Background: an optimization exercise with open tools, aiming at small area, a short achievable clock period and few clock cycles. Do not read the settings as production practice. At most, simulation tests tie the RTL to the original design; equivalence was not proved. Power figures rest on the tool's default switching activity, not on a simulated workload.

job 6326:
## idex_unit
module idex_unit (
    input  logic                     clk_i,
    input  logic                     rst_n_i,
    input  logic                     req_i,
    input  idex_ctrl_pkg::word_t     inst_i,
    input  idex_ctrl_pkg::word_t     pc_i,
    input  idex_ctrl_pkg::word_t     rs1_data_i,
    input  idex_ctrl_pkg::word_t     rs2_data_i,
    output idex_ctrl_pkg::reg_addr_t rs1_addr_o,
    output idex_ctrl_pkg::reg_addr_t rs2_addr_o,
    output logic                     ack_o,
    output logic                     rd_we_o,
    output idex_ctrl_pkg::reg_addr_t rd_addr_o,
    output idex_ctrl_pkg::word_t     rd_data_o,
    output idex_ctrl_pkg::word_t     pc_next_o,
    output logic                     inst_err_o
);
For scale: roughly 8700 um2 of cells after synthesis.
==> module pfx_add, before the edit <==
module pfx_add #(
    parameter int W    = 32,
    parameter int ARCH = 0
) (
    input  logic [W-1:0] a_i,
    input  logic [W-1:0] b_i,
    input  logic         cin_i,
    output logic [W-1:0] sum_o,
    output logic         cout_o
);
    localparam int L  = (W > 32) ? 6 : (W > 16) ? 5 : (W > 8) ? 4 : (W > 4) ? 3 : 2;
    localparam int NL = (ARCH == 0) ? L : (ARCH == 1) ? 2 * L - 1 : W - 1;
    logic [W-1:0] p;
    logic [W-1:0] gl [0:NL];
    logic [W-1:0] pl [0:NL];
    assign p     = a_i ^ b_i;
    assign gl[0] = (a_i & b_i) | {{(W-1){1'b0}}, p[0] & cin_i};
    assign pl[0] = p;
    for (genvar l = 0; l < NL; l++) begin : g_lvl
        for (genvar i = 0; i < W; i++) begin : g_bit
            localparam int UP = (l < L) ? l : 2 * L - 2 - l;
            localparam int D  =
                (ARCH == 0) ? ((((i >> l) % 2) == 1) ? i - (((i >> l) << l) - 1) : 0) :
                (ARCH == 1) ? ((l < L) ? ((((i + 1) % (2 << l)) == 0) ? (1 << l) : 0)
                                       : ((i >= 3 * (1 << UP) - 1) && (((i + 1 - 3 * (1 << UP)) % (2 << UP)) == 0)
                                          ? (1 << UP) : 0)) :
                ((i == l + 1) ? 1 : 0);
            if (D == 0) begin : g_pass
                assign gl[l+1][i] = gl[l][i];
                assign pl[l+1][i] = pl[l][i];
            end else begin : g_op
                assign gl[l+1][i] = gl[l][i] | (pl[l][i] & gl[l][i-D]);
                assign pl[l+1][i] = pl[l][i] & pl[l][i-D];
            end
        end
    end
    assign sum_o  = p ^ {gl[NL][W-2:0], cin_i};
    assign cout_o = gl[NL][W-1];
endmodule
==> module branch_unit, before the edit <==
module branch_unit #(
    parameter int PC_ARCH  = 1,
    parameter int INC_ARCH = 1
) (
    input  idex_ctrl_pkg::word_t inst_i,
    input  idex_ctrl_pkg::word_t pc_i,
    input  logic                 eq_i,
    input  logic                 lt_i,
    input  logic                 ltu_i,
    output idex_ctrl_pkg::word_t pc4_o,
    output idex_ctrl_pkg::word_t pc_imm_o,
    output logic                 cond_o      
);
    idex_ctrl_pkg::word_t imm_b;
    idex_ctrl_pkg::word_t imm_u;
    idex_ctrl_pkg::word_t imm_j;
    idex_ctrl_pkg::word_t imm;
    logic [2:0]           f3;
    assign f3 = inst_i[14:12];
    assign imm_b = {{19{inst_i[31]}}, inst_i[31], inst_i[7], inst_i[30:25], inst_i[11:8], 1'b0};
    assign imm_u = {inst_i[31:12], 12'h000};
    assign imm_j = {{11{inst_i[31]}}, inst_i[31], inst_i[19:12], inst_i[20], inst_i[30:21], 1'b0};
    assign imm = inst_i[3] ? imm_j : (inst_i[4] ? imm_u : imm_b);
    logic unused_c1, unused_c2;
    pfx_add #(.W(31), .ARCH(PC_ARCH)) u_pc_add (
        .a_i    (pc_i[31:1]),
        .b_i    (imm[31:1]),
        .cin_i  (1'b0),
        .sum_o  (pc_imm_o[31:1]),
        .cout_o (unused_c1)
    );
    assign pc_imm_o[0] = pc_i[0];
    pfx_add #(.W(30), .ARCH(INC_ARCH)) u_pc_inc (
        .a_i    (pc_i[31:2]),
        .b_i    (30'd0),
        .cin_i  (1'b1),
        .sum_o  (pc4_o[31:2]),
        .cout_o (unused_c2)
    );
    assign pc4_o[1:0] = pc_i[1:0];
    assign cond_o = (f3[2] ? (f3[1] ? ltu_i : lt_i) : eq_i) ^ f3[0];
endmodule
clock: 6.5 ns
lec_check: 0
abc_area: 1
cap_margin: 20
core_margin: 2
core_utilization: 30
slew_margin: 20
standard.sh (not shown) runs the stock make flow with config.mk's settings and CLKGATE_MAP_FILE= SYNTH_SCRIPT=/design/flow/synth_recipe.tcl, a recipe that flattens the netlist after the stock synthesis.
==> flow/flow/run.sh <==
#!/bin/bash
# Own layout flow: the standard ORFS flow (standard.sh), unchanged except
# that the port buffers are plain buf_2 cells instead of the delay cells that
# buffer_ports picks by default. Each port still gets its own buffer.
set -euo pipefail
bash standard.sh "BUFFER_PORTS_ARGS=-buffer_cell sky130_fd_sc_hd__buf_2" finish > orfs_make.log 2>&1
Job 6326 finished every step from synthesis to the final layout, and the layout passed the timing, design-rule and antenna checks.
Testbench counts of job 6326, summed over its fixed seeds: cycles 6,400.
> inputs changed (job 6326 -> job 5378)
--- a/flow/design.v
+++ b/flow/design.v
@@ -135,7 +135,7 @@
     output logic [W-1:0] sum_o,
     output logic         cout_o
 );
-    localparam int L  = (W > 32) ? 6 : (W > 16) ? 5 : (W > 8) ? 4 : (W > 4) ? 3 : 2;
+    localparam int L  = $clog2(W);
     localparam int NL = (ARCH == 0) ? L : (ARCH == 1) ? 2 * L - 1 : W - 1;
     logic [W-1:0] p;
     logic [W-1:0] gl [0:NL];
@@ -165,8 +165,8 @@
     assign cout_o = gl[NL][W-1];
 endmodule
 module branch_unit #(
-    parameter int PC_ARCH  = 1,
-    parameter int INC_ARCH = 1
+    parameter int PC_ARCH  = 0,
+    parameter int INC_ARCH = 0
 ) (
     input  idex_ctrl_pkg::word_t inst_i,
     input  idex_ctrl_pkg::word_t pc_i,
==> run summary <==
Taking job 6326 as the reference, in job 5378 floorplan die height rose 4.5 um; data arrival time of the critical path decreased 80 ps.
Minimum clock period after layout: job 5378 < job 6326
The capture point of the worst path comes out rd_data_o[17] in one run and rd_data_o[8] in the other, namely in job 6326 and job 5378 respectively.
Job 5378 against job 6326; post-synthesis instance area is up by a few percent.
Between job 5378 and job 6326, it is job 5378 whose maximum frequency is higher, by about 1.2%.
Going from job 6326 to job 5378, area added between synthesis and finish shrinks by 3.0 points.
Changes observed in job 5378 relative to job 6326: simple-gate portion of the synthesized area higher; total power of the final layout higher; final count of hold timing violations roughly the same; final wirelength higher; final design area excluding fillers higher.
Between job 5378 and job 6326, the final worst slack is lower for job 6326.
Job 5378 ends up with a total number of nets in the final design that is 141 higher than in job 6326.
For job 5378, only the layout was checked, not whether the RTL still works.
